Context: an optimization exercise on an open-source flow, tuned for small area, a short achievable clock period and few clock cycles per item. The choices shown serve that exercise and are no tape-out recipe. Where RTL was checked, it was by simulation tests only, not by an equivalence proof against the original. Power figures rest on the tool's default switching activity, not on a simulated workload.

Design bicubic_resampler, start of the top module:
module bicubic_resampler #(
    parameter int LEN_W = bicubic_pkg::LEN_W
) (
    input  wire logic              CLK,
    input  wire logic              RST,
    input  wire logic              start_i,
    input  wire logic [LEN_W-1:0]  src_len_i,
    input  wire logic [LEN_W-1:0]  dst_len_i,
    input  wire logic              src_valid_i,
    input  wire bicubic_pkg::pix_t src_pix_i,
    output logic                   src_ready_o,
    output logic                   out_valid_o,
    output bicubic_pkg::pix_t      out_pix_o,
    input  wire logic              out_ready_i,
    output logic                   done_o
);
    localparam int QN = 7;   
    logic             busy;        
    logic             done_r;
    logic [LEN_W-1:0] den;         
    logic [LEN_W-1:0] src_left;    
    logic             sl_nz;       
    logic [7:0]       nb;          
    logic             nbv;         
    logic             srdy;        
    logic [LEN_W-1:0] out_left;    
    logic             ol_nz;       
  ...
export LEC_CHECK = 0
export ABC_CLOCK_PERIOD_IN_PS = 4000
export CAP_MARGIN = 20
export CORE_MARGIN = 2
export CORE_UTILIZATION = 40
export SETUP_SLACK_MARGIN = 5
export SLEW_MARGIN = 20
export SYNTH_HIERARCHICAL = 1
create_clock -name core_clock -period 10.0 [get_ports {CLK}]
standard.sh (not shown) runs the stock make flow with config.mk's settings and CLKGATE_MAP_FILE= SYNTH_SCRIPT=/design/flow/synth_recipe.tcl, a recipe that flattens the netlist after the stock synthesis.
==> flow/flow/run.sh <==
#!/bin/bash
set -euo pipefail
sed 's/ SETUP_SLACK_MARGIN=[0-9.]* / SETUP_SLACK_MARGIN=6.6 BUFFER_PORTS_ARGS="-buffer_cell sky130_fd_sc_hd__buf_2" /' \
    standard.sh > standard_margin.sh
grep -q 'SETUP_SLACK_MARGIN=6.6' standard_margin.sh
bash standard_margin.sh > standard.log 2>&1
The baseline produced a clean layout.
Testbench counts at the start, summed over its fixed seeds: cycles 18,916, items 16,987.
Edit:
==> flow/flow/run.sh (replaced) <==
#!/bin/bash
set -euo pipefail
sed 's/ SETUP_SLACK_MARGIN=[0-9.]* / SETUP_SLACK_MARGIN=6.6 /' standard.sh > standard_margin.sh
grep -q 'SETUP_SLACK_MARGIN=6.6' standard_margin.sh
bash standard_margin.sh > standard.log 2>&1
After rerunning: Worst hold slack is about the same. Combinational power rises by about 3%. Worst setup slack is better by 120 ps. Wire length rose by 1.0%. Utilization grows by 0.45 points. Count of clock-buffer cells in the layout is lower by 13. Sequential share of layout area came out lower by 0.30 points. Design area climbs by 0.99%.

========
Another version of the RTL of bicubic_resampler (not shown whole).
For scale: roughly 2,400 cells after synthesis, ~240 flip-flops, about 38 I/O pins.
make LEC_CHECK=0 ABC_CLOCK_PERIOD_IN_PS=4000 CAP_MARGIN=20 CORE_MARGIN=2 CORE_UTILIZATION=40 SETUP_SLACK_MARGIN=5 SLEW_MARGIN=20 finish   # period 10.0 ns
run.sh (not shown) runs the stock make flow with config.mk's settings and CLKGATE_MAP_FILE= SYNTH_SCRIPT=/design/flow/synth_recipe.tcl, a recipe that flattens the netlist after the stock synthesis.
Stock flow here: none of the scripts above is used.
Testbench counts at the start, summed over its fixed seeds: cycles 18,148, items 16,987.
Then changed:
Settings changed: ABC_CLOCK_PERIOD_IN_PS 4000 to default, SETUP_SLACK_MARGIN 5 to default.
The new run passed the timing, design-rule and antenna checks.
Power is lower by about a fifth.
First-iteration DRC count climbs by roughly a tenth.
Critical path depth came out lower by 10.
Global-route usage went down by 1.1 points.
Cell area decreases by roughly a tenth.

========
try-harbor:
bicubic_resampler, a different RTL version from the one above (not shown whole).
Size: ~2700 cells after synthesis, ~38 I/O pins, roughly 0.027 mm² of cells after synthesis.
// bicubic_resampler
module bicubic_resampler #(
    parameter int LEN_W = bicubic_pkg::LEN_W
) (
    input  wire logic              CLK,
    input  wire logic              RST,
    input  wire logic              start_i,
    input  wire logic [LEN_W-1:0]  src_len_i,
    input  wire logic [LEN_W-1:0]  dst_len_i,
    input  wire logic              src_valid_i,
    input  wire bicubic_pkg::pix_t src_pix_i,
    output logic                   src_ready_o,
    output logic                   out_valid_o,
    output bicubic_pkg::pix_t      out_pix_o,
    input  wire logic              out_ready_i,
    output logic                   done_o
);
    localparam int QN = 7;   
    logic             busy;        
    logic             done_r;
    logic [LEN_W-1:0] den;         
    logic [LEN_W-1:0] src_left;    
    logic             sl_nz;       
    logic [7:0]       nb;          
    logic [9:0]       nb3;         
    logic             nbv;         
    logic             srdy;        
    logic [LEN_W-1:0] out_left;    
    logic             ol_nz;       
    logic             k8;          
    logic             loaded;      
    logic             filling;     
    logic [1:0]       fsh;         
    logic             out0;        
    logic             prep;        
    logic [QN-1:0]    oc;          
    logic [1:0]       dcnt;        
    logic             ddone;       
    logic [7:0]       kq;          
  ...
clock: 10.0 ns
lec_check: 0
abc_clock_period_in_ps: 4000
cap_margin: 20
core_margin: 2
core_utilization: 55
gpl_routability_driven: 0
place_density: 0.75
setup_slack_margin: 5
slew_margin: 20
synth_hierarchical: 1
standard.sh (not shown) runs the stock make flow with config.mk's settings and CLKGATE_MAP_FILE= SYNTH_SCRIPT=/design/flow/synth_recipe.tcl, a recipe that flattens the netlist after the stock synthesis.
==> flow/flow/run.sh <==
#!/bin/bash
set -euo pipefail
sed 's/ SETUP_SLACK_MARGIN=[0-9.]* / SETUP_SLACK_MARGIN=6.6 /' standard.sh > standard_margin.sh
grep -q 'SETUP_SLACK_MARGIN=6.6' standard_margin.sh
bash standard_margin.sh > standard.log 2>&1
Testbench counts of try-harbor, summed over its fixed seeds: cycles 18,916, items 16,987.
The following lists how try-nickel was set up differently from try-harbor:
# try-harbor
export LEC_CHECK = 0
export ABC_CLOCK_PERIOD_IN_PS = 4000
export CAP_MARGIN = 20
export CORE_MARGIN = 2
export CORE_UTILIZATION = 55
export GPL_ROUTABILITY_DRIVEN = 0
export PLACE_DENSITY = 0.75
export SETUP_SLACK_MARGIN = 5
export SLEW_MARGIN = 20
export SYNTH_HIERARCHICAL = 1
create_clock -name core_clock -period 10.0 [get_ports {CLK}]
# try-nickel
export LEC_CHECK = 0
export ABC_CLOCK_PERIOD_IN_PS = 4000
export CAP_MARGIN = 20
export CORE_MARGIN = 2
export CORE_UTILIZATION = 55
export SETUP_SLACK_MARGIN = 5
export SLEW_MARGIN = 20
export SYNTH_HIERARCHICAL = 1
create_clock -name core_clock -period 10.0 [get_ports {CLK}]
==> flow/flow/run.sh <==
#!/bin/bash
set -euo pipefail
sed 's/ SETUP_SLACK_MARGIN=[0-9.]* / SETUP_SLACK_MARGIN=6.4 /' standard.sh > standard_margin.sh
grep -q 'SETUP_SLACK_MARGIN=6.4' standard_margin.sh
bash standard_margin.sh > standard.log 2>&1
--- outcome ---
From try-harbor to try-nickel the numbers moved as follows: via count down 562; placed cell count flat; post-CTS setup repair buffer count down 14.
Design area for try-nickel is lower than for try-harbor.
In the tables for try-harbor and try-nickel, number of global-route vias before repair reads lower with try-nickel.
[try-nickel] detailed-route wire length on metal 1 rose about 4.3% relative to try-harbor
From try-harbor to try-nickel the numbers moved as follows: overall power of the completed layout went down 250 µW; synthesis-to-layout area growth went down 1.3 points.
Modified inputs, try-quartz compared to try-nickel
# try-nickel
export LEC_CHECK = 0
export ABC_CLOCK_PERIOD_IN_PS = 4000
export CAP_MARGIN = 20
export CORE_MARGIN = 2
export CORE_UTILIZATION = 55
export SETUP_SLACK_MARGIN = 5
export SLEW_MARGIN = 20
export SYNTH_HIERARCHICAL = 1
create_clock -name core_clock -period 10.0 [get_ports {CLK}]
# try-quartz
export LEC_CHECK = 0
export ABC_CLOCK_PERIOD_IN_PS = 4000
export CAP_MARGIN = 20
export CORE_MARGIN = 2
export CORE_UTILIZATION = 55
export CTS_CLUSTER_DIAMETER = 100
export CTS_CLUSTER_SIZE = 22
export PLACE_DENSITY = 0.75
export SETUP_SLACK_MARGIN = 5
export SLEW_MARGIN = 20
export SYNTH_HIERARCHICAL = 1
export TNS_END_PERCENT = 60
create_clock -name core_clock -period 10.0 [get_ports {CLK}]
==> flow/flow/run.sh <==
#!/bin/bash
set -euo pipefail
sed 's/ SETUP_SLACK_MARGIN=[0-9.]* / SETUP_SLACK_MARGIN=6.6 /' standard.sh > standard_margin.sh
grep -q 'SETUP_SLACK_MARGIN=6.6' standard_margin.sh
bash standard_margin.sh > standard.log 2>&1
[summary]
- try-quartz did not stop at any stage, and its layout met the timing, design-rule and antenna checks.
- Length of routed met2 wiring went down by a few percent going from try-nickel to try-quartz.
- From try-nickel to try-quartz the numbers moved as follows: non-clock buffer count went up by about 40%; critical path depth now sits lower.
[inputs] try-juniper vs try-quartz
# try-quartz
export LEC_CHECK = 0
export ABC_CLOCK_PERIOD_IN_PS = 4000
export CAP_MARGIN = 20
export CORE_MARGIN = 2
export CORE_UTILIZATION = 55
export CTS_CLUSTER_DIAMETER = 100
export CTS_CLUSTER_SIZE = 22
export PLACE_DENSITY = 0.75
export SETUP_SLACK_MARGIN = 5
export SLEW_MARGIN = 20
export SYNTH_HIERARCHICAL = 1
export TNS_END_PERCENT = 60
create_clock -name core_clock -period 10.0 [get_ports {CLK}]
# try-juniper
export LEC_CHECK = 0
export ABC_CLOCK_PERIOD_IN_PS = 4000
export CAP_MARGIN = 20
export CORE_MARGIN = 2
export CORE_UTILIZATION = 55
export CTS_CLUSTER_DIAMETER = 100
export CTS_CLUSTER_SIZE = 22
export PLACE_DENSITY = 0.75
export SETUP_SLACK_MARGIN = 5
export SLEW_MARGIN = 20
export SYNTH_HIERARCHICAL = 1
create_clock -name core_clock -period 10.0 [get_ports {CLK}]
--- outcome ---
| final worst hold slack | try-juniper vs try-quartz | ≈ equal |
NOTE via count try-quartz->try-juniper decreased slightly
Re design area: try-quartz and try-juniper aren't equal, and the higher value belongs to try-quartz.
In try-juniper, the weighted congestion reported at the end of routability-driven placement came out about 2.4% below the value in try-quartz.
Edits applied to the flow inputs when going from try-juniper to try-cedar:
# try-juniper
export LEC_CHECK = 0
export ABC_CLOCK_PERIOD_IN_PS = 4000
export CAP_MARGIN = 20
export CORE_MARGIN = 2
export CORE_UTILIZATION = 55
export CTS_CLUSTER_DIAMETER = 100
export CTS_CLUSTER_SIZE = 22
export PLACE_DENSITY = 0.75
export SETUP_SLACK_MARGIN = 5
export SLEW_MARGIN = 20
export SYNTH_HIERARCHICAL = 1
create_clock -name core_clock -period 10.0 [get_ports {CLK}]
# try-cedar
export LEC_CHECK = 0
export ABC_CLOCK_PERIOD_IN_PS = 4000
export CAP_MARGIN = 20
export CORE_MARGIN = 2
export CORE_UTILIZATION = 55
export PLACE_DENSITY = 0.75
export SETUP_SLACK_MARGIN = 5
export SLEW_MARGIN = 20
export SYNTH_HIERARCHICAL = 1
create_clock -name core_clock -period 10.0 [get_ports {CLK}]
==> flow/flow/run.sh <==
#!/bin/bash
set -euo pipefail
sed 's/ SETUP_SLACK_MARGIN=[0-9.]* / SETUP_SLACK_MARGIN=6.5 /' standard.sh > standard_margin.sh
grep -q 'SETUP_SLACK_MARGIN=6.5' standard_margin.sh
bash standard_margin.sh > standard.log 2>&1
## What came out
- The flow did not stop early for try-cedar: all stages ran, and the layout cleared the timing, design-rule and antenna checks.
- Total wire length in try-cedar vs try-juniper: up 2100 µm
- Clock group total power on try-cedar is behind try-juniper.
- try-juniper → try-cedar: met1 global-route usage moved up; power dissipated by switching net loads has increased; worst hold slack now sits lower.
#### Input delta (try-lagoon over try-cedar)
# try-cedar
export LEC_CHECK = 0
export ABC_CLOCK_PERIOD_IN_PS = 4000
export CAP_MARGIN = 20
export CORE_MARGIN = 2
export CORE_UTILIZATION = 55
export PLACE_DENSITY = 0.75
export SETUP_SLACK_MARGIN = 5
export SLEW_MARGIN = 20
export SYNTH_HIERARCHICAL = 1
create_clock -name core_clock -period 10.0 [get_ports {CLK}]
# try-lagoon
export LEC_CHECK = 0
export ABC_CLOCK_PERIOD_IN_PS = 4000
export CAP_MARGIN = 20
export CORE_MARGIN = 2
export CORE_UTILIZATION = 55
export CTS_CLUSTER_DIAMETER = 100
export CTS_CLUSTER_SIZE = 30
export PLACE_DENSITY = 0.75
export SETUP_SLACK_MARGIN = 5
export SLEW_MARGIN = 20
export SYNTH_HIERARCHICAL = 1
create_clock -name core_clock -period 10.0 [get_ports {CLK}]
==> flow/flow/run.sh <==
#!/bin/bash
set -euo pipefail
sed 's/ SETUP_SLACK_MARGIN=[0-9.]* / SETUP_SLACK_MARGIN=6.6 /' standard.sh > standard_margin.sh
grep -q 'SETUP_SLACK_MARGIN=6.6' standard_margin.sh
bash standard_margin.sh > standard.log 2>&1
### Flow results
Measured against try-cedar, the count of plain and timing-repair buffers in the layout of try-lagoon comes out at 1.20 times the reference value.
Going from try-cedar to try-lagoon, total power per unit cell area lower; share of the cycle needed by the critical path after routing lower.
try-lagoon reports a lower global routing usage summed across all routing layers than try-cedar does.

========
bicubic_resampler, a different RTL version from the one above (not shown whole).
Size in the first run: roughly 2600 cells after synthesis, roughly 27000 sq um of cells after synthesis.
==> flow/design.v (excerpt) <==
module bicubic_resampler #(
    parameter int LEN_W = bicubic_pkg::LEN_W
) (
    input  wire logic              CLK,
    input  wire logic              RST,
    input  wire logic              start_i,
    input  wire logic [LEN_W-1:0]  src_len_i,
    input  wire logic [LEN_W-1:0]  dst_len_i,
    input  wire logic              src_valid_i,
    input  wire bicubic_pkg::pix_t src_pix_i,
    output logic                   src_ready_o,
    output logic                   out_valid_o,
    output bicubic_pkg::pix_t      out_pix_o,
    input  wire logic              out_ready_i,
    output logic                   done_o
);
clock: 10.0 ns
lec_check: 0
abc_clock_period_in_ps: 4000
cap_margin: 20
core_margin: 2
core_utilization: 40
setup_slack_margin: 5
slew_margin: 20
synth_hierarchical: 1
==> flow/flow/run.sh <==
#!/bin/bash
set -euo pipefail
sed 's/ SETUP_SLACK_MARGIN=[0-9.]* / SETUP_SLACK_MARGIN=6.6 /' standard.sh > standard_margin.sh
grep -q 'SETUP_SLACK_MARGIN=6.6' standard_margin.sh
bash standard_margin.sh > standard.log 2>&1
The starting point passed the timing, design-rule and antenna checks.
Edit:
- CTS_BUF_LIST: default -> sky130_fd_sc_hd__clkbuf_8
Effect: The new run ran to the end with no violations; total power came out lower by 2.2%; sequential power is about the same; sequential share of layout area came out higher by 0.29 points; routed wire length is lower by about 0.8%; cell area is lower by 0.90%; hold slack barely changes; via count hardly moves; worst setup slack got worse by 0.049 ns; clock power goes down by about 10%; synthesized cell count stays the same.
No run of this note included a check of the RTL's function; only the layout flow was run.

========
## build 23
Another version of the RTL of bicubic_resampler (not shown whole).
Size: ~2700 cells after synthesis, about 38 I/O pins, about 0.028 sq mm of cells after synthesis.
Settings: LEC_CHECK=0, ABC_CLOCK_PERIOD_IN_PS=4000, CAP_MARGIN=20, CORE_MARGIN=2, CORE_UTILIZATION=55, SETUP_SLACK_MARGIN=5, SLEW_MARGIN=20, SYNTH_HIERARCHICAL=1; clock period 10.0 ns.
==> flow/flow/run.sh <==
#!/bin/bash
set -euo pipefail
sed 's/ SETUP_SLACK_MARGIN=[0-9.]* / SETUP_SLACK_MARGIN=6.8 /' standard.sh > standard_margin.sh
grep -q 'SETUP_SLACK_MARGIN=6.8' standard_margin.sh
bash standard_margin.sh > standard.log 2>&1
Having completed the whole flow, build 23 delivered a layout that passed the timing, design-rule and antenna checks.
Testbench counts of build 23, summed over its fixed seeds: cycles 18,916, items 16,987.
Edits applied to the flow inputs when going from build 23 to build 2:
- CORE_UTILIZATION now 40, was 55
==> flow/flow/run.sh <==
#!/bin/bash
set -euo pipefail
sed 's/ SETUP_SLACK_MARGIN=[0-9.]* / SETUP_SLACK_MARGIN=6.6 /' standard.sh > standard_margin.sh
grep -q 'SETUP_SLACK_MARGIN=6.6' standard_margin.sh
bash standard_margin.sh > standard.log 2>&1
--- outcome ---
When build 2 is set beside build 23, its combinational power turns out to be 8.5% smaller.
[diff] clock power, build 2 relative to build 23: improvement
Build 2 vs build 23, setup slack went down by 0.0062 ns.
Build 2 vs. build 23: hold slack went down by 0.0040 ns.
Compared with build 23, in build 2 sequential share of layout area moved up, combinational power share shrank by 1.5 points, sum of internal, switching and leakage power dropped 0.60 mW, final clock period utilization by the worst path neither gained nor lost much, number of global-route vias before repair went down by 1.5%.
#### Input delta (build 60 over build 2)
- CORE_UTILIZATION now 65, was 40
Results
Worst slack on hold paths: build 60 vs build 2 — no meaningful difference. Summary: with build 2 as the reference, via-per-instance ratio in build 60 moved up by more than 10%. Comparing build 2 and build 60, the higher core area is on build 2. Per the comparison of build 60 with build 2, depth of the most critical reg-to-reg path lower, number of clock buffer instances in the layout lower, final wirelength lower, clock power roughly the same. Compared to build 2, build 60 has power per cell area 1.9 mW/mm^2 higher. Build 60 completed every stage of the flow, and the final layout passed the timing, design-rule and antenna checks. Diff build 2 -> build 60 | initial detailed-routing violation count | up by a little under 10%. Relative to build 2, layout-stage area growth over the synthesis result has decreased by 1.8 points in build 60.

==> port drivers added, routing unchanged <==
The flow's constraints put no driver on any port. The routed layouts listed below were extracted and timed again, unchanged, in two steps.
Step 1 sets driving cells, clkbuf_16 on the clock port and buf_2 on the other inputs (assumed; they add their load-dependent delay and slew).
Step 2 times the ports against the registers' clock, not the clock port: input delays grow and output delays shrink by t, the midpoint of the rising clock arrivals with the driver on.
Slacks: no drivers / after step 1 / after step 2; pairs: no drivers / after step 1.
run | t (ns) | setup WS [ns] | latest minus earliest clock arrival (ns) | cell pins on the clock port's net
the first run of note 1 | 0.635 | 6.311 / 6.311 / 6.117 | 0.014 / 0.015 | 1
the second run of note 1 | 0.631 | 6.429 / 6.429 / 6.073 | 0.013 / 0.013 | 1
the first run of note 2 | 0.627 | 4.581 / 4.581 / 4.562 | 0.039 / 0.039 | 1
the second run of note 2 | 0.619 | 3.577 / 3.577 / 3.577 | 0.038 / 0.038 | 1
try-harbor | 0.621 | 6.594 / 6.594 / 6.023 | 0.032 / 0.033 | 1
try-nickel | 0.627 | 6.511 / 6.460 / 5.919 | 0.021 / 0.020 | 1
try-quartz | 0.618 | 6.562 / 6.504 / 6.036 | 0.054 / 0.054 | 1
try-juniper | 0.601 | 6.598 / 6.598 / 6.069 | 0.038 / 0.038 | 1
try-cedar | 0.621 | 6.544 / 6.490 / 5.978 | 0.038 / 0.037 | 1
try-lagoon | 0.607 | 6.649 / 6.649 / 6.104 | 0.032 / 0.033 | 1
the first run of note 4 | 0.627 | 6.358 / 6.358 / 5.973 | 0.024 / 0.025 | 1
the second run of note 4 | 0.710 | 6.309 / 6.309 / 5.841 | 0.048 / 0.048 | 1
build 23 | 0.637 | 6.558 / 6.574 / 5.937 | 0.018 / 0.018 | 1
build 2 | 0.633 | 6.552 / 6.573 / 5.940 | 0.026 / 0.026 | 1
build 60 | 0.619 | 6.563 / 6.593 / 5.973 | 0.018 / 0.019 | 1
After both steps setup and hold are still met in every run listed. The setup slack of build 23, which loses most, moves by +0.016 ns with the drivers and by -0.621 ns with both steps.
